Source: an optimization exercise on an open RTL-to-GDS flow (aim: small area and a short achievable clock period). Production flows keep margins and buffers that such runs may drop. Where RTL was checked, it was by simulation tests only, not by an equivalence proof against the original.

## before
==> flow/design.v <==
package dgcs_pkg;
   localparam int LINE_WIDTH_DEFAULT = 640;
   localparam int LINE_COUNT_DEFAULT = 480;
   localparam int POS_W   = 19;
   localparam int CSR_IDX_W  = 3;
   localparam int CSR_DATA_W = 24;
   localparam logic [CSR_IDX_W-1:0] CSR_NEAR_LIMIT = 3'd0;
   localparam logic [CSR_IDX_W-1:0] CSR_STATS_LIMIT = 3'd1;
   localparam logic [CSR_IDX_W-1:0] CSR_BOX_A_LOW = 3'd2;
   localparam logic [CSR_IDX_W-1:0] CSR_BOX_A_HIGH = 3'd3;
   localparam logic [CSR_IDX_W-1:0] CSR_BOX_B_LOW = 3'd4;
   localparam logic [CSR_IDX_W-1:0] CSR_BOX_B_HIGH = 3'd5;
   localparam logic [15:0] NEAR_LIMIT_RESET  = 16'd700;
   localparam logic [15:0] STATS_LIMIT_RESET = 16'd500;
   localparam logic [23:0] BOX_A_LOW_RESET   = 24'h003F84;
   localparam logic [23:0] BOX_A_HIGH_RESET  = 24'h64A3AF;
   localparam logic [23:0] BOX_B_LOW_RESET   = 24'h00BFBE;
   localparam logic [23:0] BOX_B_HIGH_RESET  = 24'h1414FF;
   localparam logic [1:0] CLASS_FAR     = 2'd0;
   localparam logic [1:0] CLASS_BOX_A   = 2'd1;
   localparam logic [1:0] CLASS_BOX_B   = 2'd2;
   localparam logic [1:0] CLASS_UNMATCH = 2'd3;
   localparam logic [31:0] FAR_FILL  = 32'hA0FFFFFF;
   localparam logic [31:0] MARK_FILL = 32'hFFFF00FF;
   localparam logic [31:0] MIN_CLEAR = 32'hFFFFFFFF;
   localparam logic [POS_W-1:0] SLOT_MAX = 19'h7FFFF;
   typedef struct packed {
      logic [31:0] pixel_color;
      logic [15:0] depth_mm;
      logic        frame_end;
   } req_type;
   typedef struct packed {
      logic [1:0]       pixel_class;
      logic [31:0]      shown_color;
      logic [POS_W-1:0] pixel_position;
      logic [POS_W-1:0] class_slot;
      logic [31:0]      frame_min_color;
      logic [31:0]      frame_max_color;
      logic             stats_valid;
      logic             frame_last;
   } rsp_type;
   typedef struct packed {
      logic [1:0]  pixel_class;
      logic [31:0] shown_color;
      logic        hit_a;
      logic        hit_b;
   } class_type;
endpackage
module dgcs_classify (
   input  logic [23:0] pixel_rgb,
   input  logic [15:0] depth_mm,
   input  logic [15:0] near_limit,
   input  logic [23:0] box_a_low,
   input  logic [23:0] box_a_high,
   input  logic [23:0] box_b_low,
   input  logic [23:0] box_b_high,
   output logic        is_near,
   output logic        match_a,
   output logic        match_b
);
   function automatic logic lt32(logic [31:0] a, logic [31:0] b);
      logic [31:0] l;
      logic [31:0] e;
      l = ~a & b;
      e = ~(a ^ b);
      for (int w = 1; w < 32; w = w * 2) begin
         for (int i = 0; i + w < 32; i = i + 2 * w) begin
            l[i] = l[i + w] || (e[i + w] && l[i]);
            e[i] = e[i + w] && e[i];
         end
      end
      lt32 = l[0];
   endfunction
   function automatic logic in_box(logic [23:0] color, logic [23:0] lo, logic [23:0] hi);
      logic ok;
      ok = 1'b1;
      for (int ch = 0; ch < 3; ch++) begin
         if (!(lt32(32'(lo[ch*8 +: 8]), 32'(color[ch*8 +: 8])) && lt32(32'(color[ch*8 +: 8]), 32'(hi[ch*8 +: 8])))) begin
            ok = 1'b0;
         end
      end
      in_box = ok;
   endfunction
   assign is_near = lt32(32'(depth_mm), 32'(near_limit));
   assign match_a = in_box(pixel_rgb, box_a_low, box_a_high);
   assign match_b = in_box(pixel_rgb, box_b_low, box_b_high);
endmodule
module depth_gated_color_segmenter (
   input  logic                            clock,
   input  logic                            reset,
   input  logic                            req_valid,
   output logic                            req_stall,
   input  logic [48:0]                     req_payload,
   output logic                            rsp_valid,
   input  logic                            rsp_stall,
   output logic [137:0]                    rsp_payload,
   input  logic                            csr_write,
   input  logic [dgcs_pkg::CSR_IDX_W-1:0]  csr_index,
   input  logic [dgcs_pkg::CSR_DATA_W-1:0] csr_data
);
   localparam int PW = dgcs_pkg::POS_W;
   function automatic logic lt32(logic [31:0] a, logic [31:0] b);
      logic [31:0] l;
      logic [31:0] e;
      l = ~a & b;
      e = ~(a ^ b);
      for (int w = 1; w < 32; w = w * 2) begin
         for (int i = 0; i + w < 32; i = i + 2 * w) begin
            l[i] = l[i + w] || (e[i + w] && l[i]);
            e[i] = e[i + w] && e[i];
         end
      end
      lt32 = l[0];
   endfunction
   logic [15:0] near_limit_ff;
   logic [15:0] stats_limit_ff;
   logic [23:0] box_a_low_ff;
   logic [23:0] box_a_high_ff;
   logic [23:0] box_b_low_ff;
   logic [23:0] box_b_high_ff;
   logic [5:0] csr_we;
   always_comb begin
      for (int i = 0; i < 6; i++) begin
         csr_we[i] = reset || (csr_write && (csr_index == 3'(i)));
      end
   end
   always_ff @(posedge clock) begin
      if (csr_we[0]) near_limit_ff  <= reset ? dgcs_pkg::NEAR_LIMIT_RESET  : csr_data[15:0];
      if (csr_we[1]) stats_limit_ff <= reset ? dgcs_pkg::STATS_LIMIT_RESET : csr_data[15:0];
      if (csr_we[2]) box_a_low_ff   <= reset ? dgcs_pkg::BOX_A_LOW_RESET   : csr_data;
      if (csr_we[3]) box_a_high_ff  <= reset ? dgcs_pkg::BOX_A_HIGH_RESET  : csr_data;
      if (csr_we[4]) box_b_low_ff   <= reset ? dgcs_pkg::BOX_B_LOW_RESET   : csr_data;
      if (csr_we[5]) box_b_high_ff  <= reset ? dgcs_pkg::BOX_B_HIGH_RESET  : csr_data;
   end
   logic        in_valid_ff;
   logic [31:0] in_color_ff;
   logic [15:0] in_depth_ff;
   logic        in_end_ff;
   logic        out_valid_ff;
   logic [1:0]  out_class_ff;
   logic [31:0] out_color_ff;
   logic        out_last_ff;
   logic        advance;
   assign advance   = in_valid_ff && (!out_valid_ff || !rsp_stall);
   assign req_stall = in_valid_ff && out_valid_ff && rsp_stall;
   always_ff @(posedge clock) begin
      if (reset) begin
         in_valid_ff  <= 1'b0;
         out_valid_ff <= 1'b0;
      end else begin
         in_valid_ff  <= (req_valid && !req_stall) || (in_valid_ff && !advance);
         out_valid_ff <= advance || (out_valid_ff && rsp_stall);
      end
   end
   always_ff @(posedge clock) begin
      if (!req_stall) begin
         in_color_ff <= req_payload[48:17];
         in_depth_ff <= req_payload[16:1];
         in_end_ff   <= req_payload[0];
      end
   end
   logic is_near, match_a, match_b;
   logic hit_a, hit_b;
   logic [1:0] cls;
   dgcs_classify u_classify (
      .pixel_rgb  (in_color_ff[23:0]),
      .depth_mm   (in_depth_ff),
      .near_limit (near_limit_ff),
      .box_a_low  (box_a_low_ff),
      .box_a_high (box_a_high_ff),
      .box_b_low  (box_b_low_ff),
      .box_b_high (box_b_high_ff),
      .is_near    (is_near),
      .match_a    (match_a),
      .match_b    (match_b)
   );
   assign hit_a = is_near && match_a;
   assign hit_b = is_near && !match_a && match_b;
   assign cls   = !is_near ? dgcs_pkg::CLASS_FAR :
                  match_a  ? dgcs_pkg::CLASS_BOX_A :
                  match_b  ? dgcs_pkg::CLASS_BOX_B : dgcs_pkg::CLASS_UNMATCH;
   always_ff @(posedge clock) begin
      if (reset) begin
         out_last_ff <= 1'b1;
      end else if (advance) begin
         out_last_ff <= in_end_ff;
      end
   end
   logic [31:0] shown;
   assign shown = !is_near ? dgcs_pkg::FAR_FILL :
                  (match_a || match_b) ? in_color_ff : dgcs_pkg::MARK_FILL;
   always_ff @(posedge clock) begin
      if (advance) begin
         out_class_ff <= cls;
         out_color_ff <= shown;
      end
   end
   logic [PW-1:0] pos_ff;
   logic          pos_wrap;
   localparam logic [PW-1:0] POS_LAST = PW'(dgcs_pkg::LINE_WIDTH_DEFAULT * dgcs_pkg::LINE_COUNT_DEFAULT - 1);
   assign pos_wrap = &(pos_ff | ~POS_LAST);
   function automatic logic [PW-1:0] step(logic [PW-1:0] q, logic inc);
      logic [PW-1:0] ones;
      ones[0] = 1'b1;
      for (int i = 1; i < PW; i++) begin
         ones[i] = ones[i-1] && q[i-1];
      end
      step = q ^ (ones & {PW{inc}});
   endfunction
   always_ff @(posedge clock) begin
      pos_ff <= (advance && (out_last_ff || pos_wrap)) ? '0 : step(pos_ff, advance);
   end
   logic [PW-1:0] slot_a_ff, slot_b_ff;
   logic          none_a_ff, none_b_ff;
   logic          none_a, none_b;
   assign none_a = none_a_ff || out_last_ff;
   assign none_b = none_b_ff || out_last_ff;
   always_ff @(posedge clock) begin
      if (advance) begin
         none_a_ff <= none_a && !hit_a;
         none_b_ff <= none_b && !hit_b;
      end
      slot_a_ff <= (advance && hit_a && none_a) ? '0 :
                   step(slot_a_ff, advance && hit_a && !(&slot_a_ff));
      slot_b_ff <= (advance && hit_b && none_b) ? '0 :
                   step(slot_b_ff, advance && hit_b && !(&slot_b_ff));
   end
   logic [31:0] min_ff, max_ff;
   logic        any_ff;
   logic        any_now;
   logic        qualify;
   logic        lt_min, gt_max;
   assign any_now = any_ff && !out_last_ff;
   assign qualify = lt32(32'(in_depth_ff), 32'(stats_limit_ff)) &&
                    (!is_near || ((match_a || match_b) &&
                                  (in_color_ff != dgcs_pkg::MARK_FILL) && (in_color_ff != 32'd0)));
   assign lt_min  = is_near ? lt32(in_color_ff, min_ff) : lt32(dgcs_pkg::FAR_FILL, min_ff);
   assign gt_max  = is_near ? lt32(max_ff, in_color_ff) : lt32(max_ff, dgcs_pkg::FAR_FILL);
   always_ff @(posedge clock) begin
      if (advance) begin
         any_ff <= any_now || qualify;
         if (qualify && (!any_now || lt_min)) min_ff <= shown;
         if (qualify && (!any_now || gt_max)) max_ff <= shown;
      end
   end
   logic        stats_valid;
   logic [PW-1:0] slot_out;
   assign stats_valid = out_last_ff && any_ff;
   assign slot_out = (out_class_ff == dgcs_pkg::CLASS_BOX_A) ? slot_a_ff :
                     (out_class_ff == dgcs_pkg::CLASS_BOX_B) ? slot_b_ff : '0;
   assign rsp_valid   = out_valid_ff;
   assign rsp_payload = {out_class_ff, out_color_ff, pos_ff, slot_out,
                         stats_valid ? min_ff : 32'd0,
                         stats_valid ? max_ff : 32'd0,
                         stats_valid, out_last_ff};
endmodule
export LEC_CHECK = 0
export CAP_MARGIN = 20
export CORE_MARGIN = 2
export CORE_UTILIZATION = 40
export PLACE_DENSITY = 0.6
export SETUP_SLACK_MARGIN = 3.7
export SLEW_MARGIN = 20
create_clock -name core_clock -period 7.0 [get_ports {clock}]
standard.sh (not shown) runs the stock make flow with config.mk's settings and CLKGATE_MAP_FILE= SYNTH_SCRIPT=/design/flow/synth_recipe.tcl, a recipe that flattens the netlist after the stock synthesis.
==> flow/flow/run.sh <==
#!/bin/bash
# The standard layout (standard.sh) with three changes, all logged under orfs/logs/ as usual:
#  - synthesis leaves adders and comparators to abc (no ADDER_MAP_FILE half/full-adder cells);
#    registers are untouched, so they match the standard synthesis by name and cell type;
#  - plain sky130_fd_sc_hd__buf_1 cells as the port buffers instead of the delay buffer the
#    flow picks by default;
#  - larger clock-tree sink clusters, clkbuf_8 only, no dummy loads.
set -euo pipefail
bash standard.sh 'ADDER_MAP_FILE=' \
  'BUFFER_PORTS_ARGS=-buffer_cell sky130_fd_sc_hd__buf_1' \
  'CTS_ARGS=-sink_clustering_enable -repair_clock_nets -sink_clustering_size 16 -sink_clustering_max_diameter 60 -buf_list {sky130_fd_sc_hd__clkbuf_8} -dont_use_dummy_load' \
  finish > standard.log 2>&1
before completed every stage of the flow, and the final layout passed the timing, DRC and antenna checks.
Inputs modified between before and after:
diff --git a/flow/design.v b/flow/design.v
--- a/flow/design.v
+++ b/flow/design.v
@@ -138,25 +138,34 @@
    logic        in_end_ff;
    logic        out_valid_ff;
    logic [1:0]  out_class_ff;
    logic [31:0] out_color_ff;
    logic        out_last_ff;
    logic        advance;
-   assign advance   = in_valid_ff && (!out_valid_ff || !rsp_stall);
-   assign req_stall = in_valid_ff && out_valid_ff && rsp_stall;
+   logic        stall;
+   logic        in_valid_in;
+   logic        out_valid_in;
+   logic        both_valid_ff;
+   assign advance = in_valid_ff && (!out_valid_ff || !rsp_stall);
+   assign stall   = in_valid_ff && out_valid_ff && rsp_stall;
+   assign in_valid_in  = (req_valid && !stall) || (in_valid_ff && !advance);
+   assign out_valid_in = advance || (out_valid_ff && rsp_stall);
    always_ff @(posedge clock) begin
       if (reset) begin
-         in_valid_ff  <= 1'b0;
-         out_valid_ff <= 1'b0;
+         in_valid_ff   <= 1'b0;
+         out_valid_ff  <= 1'b0;
+         both_valid_ff <= 1'b0;
       end else begin
-         in_valid_ff  <= (req_valid && !req_stall) || (in_valid_ff && !advance);
-         out_valid_ff <= advance || (out_valid_ff && rsp_stall);
-      end
-   end
-   always_ff @(posedge clock) begin
-      if (!req_stall) begin
+         in_valid_ff   <= in_valid_in;
+         out_valid_ff  <= out_valid_in;
+         both_valid_ff <= in_valid_in && out_valid_in;
+      end
+   end
+   assign req_stall = both_valid_ff && rsp_stall;
+   always_ff @(posedge clock) begin
+      if (!stall) begin
          in_color_ff <= req_payload[48:17];
          in_depth_ff <= req_payload[16:1];
          in_end_ff   <= req_payload[0];
       end
    end
    logic is_near, match_a, match_b;
==> run notes <==
after ran to completion and came out clean on the timing, DRC and antenna checks. before has a lower number of combinational gates with multiple inputs than after. Looking at post-synthesis adder-cell area fraction, after sits above before. The global-route wire length before repair number comes out higher for before vs after. The higher number of antenna violations at the first check in global routing of before and after is in after. The share of final layout cell area taken by clock buffers and inverters reported for after is smaller than that of before by 0.32 points. Summary: final instance area, after worse than before. Total via count in the routed design across before and after: no real change. Per the comparison of after with before, setup slack at placement shrank by 0.087 ns, number of stages on the worst setup path grew by 7, clock buffer count shrank by 4, hold slack shrank by 0.0034 ns. Post-synthesis sequential element count: before vs after — no meaningful difference. First element of the critical path: rsp_stall -> before, max_ff[18]$_DFFE_PP_ -> after.
The RTL of after was laid out without a check of its function.

separate check: timing with driven ports:
In the flow no input, the clock included, has a driving cell. The finished layouts below were timed again as built, in two steps.
Step 1 sets driving cells, clkbuf_16 on the clock port and buf_2 on the other inputs (assumed; they add their load-dependent delay and slew).
Step 2 times the ports against the registers' clock, not the clock port: input delays grow and output delays shrink by t, the midpoint of the rising clock arrivals with the driver on.
a / b / c = ideal ports / drivers / drivers and shift; a / b = the first two.
run	t, ns	setup WS [ns]	worst hold slack (ns)	clock arrival spread, ns
before	0.593	3.641 / 3.567 / 3.336	0.485 / 0.485 / 0.485	0.059 / 0.059
after	0.657	3.589 / 3.589 / 3.423	0.482 / 0.482 / 0.482	0.046 / 0.046
After both steps setup and hold are still met in every run listed. For before, which loses most, drivers alone change the setup slack by -0.074 ns; drivers and shift together by -0.305 ns.
